Background: an optimization exercise with open tools, aiming at small area, a short achievable clock period and few clock cycles. Do not read the settings as production practice. RTL that was checked went through simulation tests only; none was proved equivalent to the original.

Design bezier_middle_control_solver, start of the top module:
module bezier_middle_control_solver (
   input  logic                  clock,
   input  logic                  reset,
   input  logic                  req_tvalid,
   output logic                  req_tready,
   input  logic [REQ_DATA_W-1:0] req_tdata,
   output logic                  rsp_tvalid,
   input  logic                  rsp_tready,
   output logic [RSP_DATA_W-1:0] rsp_tdata
);
clock: 15.0 ns
lec_check: 0
cap_margin: 40
core_margin: 2
core_utilization: 60
cts_buf_list: sky130_fd_sc_hd__clkbuf_8
slew_margin: 40
setup_slack_margin: 9.75
standard.sh (not shown) runs the stock make flow with config.mk's settings and CLKGATE_MAP_FILE= SYNTH_SCRIPT=/design/flow/synth_recipe.tcl, a recipe that flattens the netlist after the stock synthesis.
==> flow/flow/run.sh <==
#!/bin/bash
# Standard layout with a tighter setup target for timing repair.
set -e
echo "export SETUP_SLACK_MARGIN = 9.75" >> config.mk
bash standard.sh > standard.log 2>&1
The baseline passed the timing, DRC and antenna checks.
Testbench counts at the start, summed over its fixed seeds: cycles 5,648.
Rerun with:
--- a/flow/flow/run.sh
+++ b/flow/flow/run.sh
@@ -4 +4 @@
-echo "export SETUP_SLACK_MARGIN = 9.75" >> config.mk
+echo "export SETUP_SLACK_MARGIN = 9.25" >> config.mk
- SETUP_SLACK_MARGIN: 9.75 -> 9.25
Synthesized cell count does not change. Synthesized area is unchanged. First-iteration DRC count shrinks by 4.8%. Clock-buffer cell count went down by 5.


bezier_middle_control_solver, a different RTL version from the one above (not shown whole).
Size: ~20,000 cells after synthesis, roughly 2,000 flip-flops, roughly 180,000 um2 of cells after synthesis.
## bezier_middle_control_solver
module bezier_middle_control_solver (
   input  logic                  clock,
   input  logic                  reset,
   input  logic                  req_tvalid,
   output logic                  req_tready,
   input  logic [REQ_DATA_W-1:0] req_tdata,
   output logic                  rsp_tvalid,
   input  logic                  rsp_tready,
   output logic [RSP_DATA_W-1:0] rsp_tdata
);
   logic                    s_full, s_take, z0;
   logic [64:0]             uu;
   logic signed [65:0]      g;
   logic signed [ACC_W-1:0] c1;
   logic signed [68:0]      c2;
   logic [32:0]             dpx, dpy, spx, spy;
   logic [36:0]             nqx, nqy;
   logic                    v_idle, h_valid, h_exact, h_zt;
   logic [64:0]             h_nx, h_ny;
   logic [31:0]             h_d;
   logic [T_W-1:0]          h_t;
   logic                    w_idle, w_valid;
   logic [33:0]             w_rx, w_ry, w_sx, w_sy;
   logic [28:0]             w_dv;
   logic [33:0]             w_d3;
   logic [T_W+5:0]          w_flags;
   bmcs_setup u_setup (
      .clock      (clock),
      .reset      (reset),
      .req_tvalid (req_tvalid),
      .req_tready (req_tready),
      .req_tdata  (req_tdata),
      .take       (s_take),
      .full       (s_full),
      .o_uu       (uu),
      .o_g        (g),
      .o_c1       (c1),
      .o_c2       (c2),
      .o_dpx      (dpx),
      .o_dpy      (dpy),
      .o_spx      (spx),
      .o_spy      (spy),
      .o_nqx      (nqx),
      .o_nqy      (nqy),
      .o_z0       (z0)
   );
  ...
==> flow/config.mk <==
export PLATFORM = sky130hd
export DESIGN_NAME = bezier_middle_control_solver
export DESIGN_NICKNAME = bezier_middle_control_solver
export VERILOG_FILES = /design/flow/design.v
export SDC_FILE = /design/flow/constraint.sdc
export NUM_CORES = 8
export LEC_CHECK = 0
export CAP_MARGIN = 40
export CORE_MARGIN = 2
export CORE_UTILIZATION = 60
export CTS_BUF_LIST = sky130_fd_sc_hd__clkbuf_8
export SLEW_MARGIN = 40
export SETUP_SLACK_MARGIN = 9.75
==> flow/constraint.sdc <==
create_clock -name core_clock -period 15.0 [get_ports {clock}]
set_input_delay 3.0000 -clock core_clock [delete_from_list [all_inputs] [get_ports {clock}]]
set_output_delay 3.0000 -clock core_clock [all_outputs]
set_load 0.01 [all_outputs]
==> flow/flow/run.sh <==
#!/bin/bash
# Standard layout with a tighter setup target for timing repair.
set -e
echo "export SETUP_SLACK_MARGIN = 9.75" >> config.mk
bash standard.sh > standard.log 2>&1
The first run completed without violations.
Edit:
==> flow/flow/run.sh (replaced) <==
#!/bin/bash
# Standard layout with a tighter setup target for timing repair.
set -e
echo "export SETUP_SLACK_MARGIN = 10" >> config.mk
bash standard.sh > standard.log 2>&1
- SETUP_SLACK_MARGIN: 9.75 -> 10
=> Register-to-register slack barely changes; area after synthesis does not change; routed wire length climbs by a little under a tenth; design area climbs by a few percent; via count climbs by a few percent; first-iteration DRC count climbs by a little under a tenth; non-clock buffer count climbs by 436; worst setup slack degrades by 0.012 ns; hold slack degrades by 0.0079 ns.
No functional check of the RTL was part of any run of this note.


bezier_middle_control_solver, a different RTL version from the one above (not shown whole).
Size in the first run: about 21000 cells after synthesis, about 2000 flip-flops, roughly 290 I/O pins, roughly 0.18 mm² of cells after synthesis.
// bezier_middle_control_solver
module bezier_middle_control_solver (
   input  logic                  clock,
   input  logic                  reset,
   input  logic                  req_tvalid,
   output logic                  req_tready,
   input  logic [REQ_DATA_W-1:0] req_tdata,
   output logic                  rsp_tvalid,
   input  logic                  rsp_tready,
   output logic [RSP_DATA_W-1:0] rsp_tdata
);
Settings: LEC_CHECK=0, CAP_MARGIN=40, CORE_MARGIN=2, CORE_UTILIZATION=60, CTS_BUF_LIST=sky130_fd_sc_hd__clkbuf_8, SLEW_MARGIN=40, SETUP_SLACK_MARGIN=9; clock period 15.0 ns.
==> flow/flow/run.sh <==
#!/bin/bash
# Standard layout with a tighter setup target for timing repair.
set -e
echo "export SETUP_SLACK_MARGIN = 9" >> config.mk
bash standard.sh > standard.log 2>&1
The starting point went through all stages and came out clean.
Testbench counts at the start, summed over its fixed seeds: cycles 5,648.
==> next run, changes <==
--- a/flow/config.mk
+++ b/flow/config.mk
@@ -7,3 +7,3 @@
 export LEC_CHECK = 0
-export CAP_MARGIN = 40
+export CAP_MARGIN = 20
 export CORE_MARGIN = 2
@@ -11,3 +11,3 @@
 export CTS_BUF_LIST = sky130_fd_sc_hd__clkbuf_8
-export SLEW_MARGIN = 40
+export SLEW_MARGIN = 20
 export SETUP_SLACK_MARGIN = 9
Count of clock-buffer cells in the layout climbs by 2.

## re-timing with driven ports
Ports are ideal in the flow. The routed layouts listed here were re-timed in OpenROAD. Step 1 (the two cells are an assumption about what drives the block):
set clk [get_ports {clock}]
set_driving_cell -lib_cell sky130_fd_sc_hd__clkbuf_16 $clk
set_driving_cell -lib_cell sky130_fd_sc_hd__buf_2 [delete_from_list [all_inputs] $clk]
Step 2 also shifts input and output timing later by t, the mid clock arrival at the registers, as if the neighbouring blocks saw the same clock. Three values: ideal, step 1, step 2; two values: the first two.
run | shift t [ns] | slack for setup (ns) | clock arrival spread, ns | worst data-port slew with drivers (ns)
the first run of note 1 | 1.221 | 9.403 / 9.403 / 9.212 | 0.150 / 0.150 | 0.10
the second run of note 1 | 1.199 | 9.190 / 9.190 / 8.744 | 0.088 / 0.088 | 0.08
the first run of note 2 | 1.224 | 9.293 / 9.293 / 9.035 | 0.098 / 0.099 | 0.12
the second run of note 2 | 1.240 | 9.281 / 9.281 / 9.281 | 0.102 / 0.102 | 0.12
the first run of note 3 | 1.246 | 8.832 / 8.832 / 8.832 | 0.168 / 0.169 | 0.08
the second run of note 3 | 1.192 | 8.812 / 8.812 / 8.812 | 0.125 / 0.125 | 0.07
After both steps setup and hold are still met in every run listed. The setup slack of the second run of note 1, which loses most, moves by 0.000 ns with the drivers and by -0.446 ns with both steps.
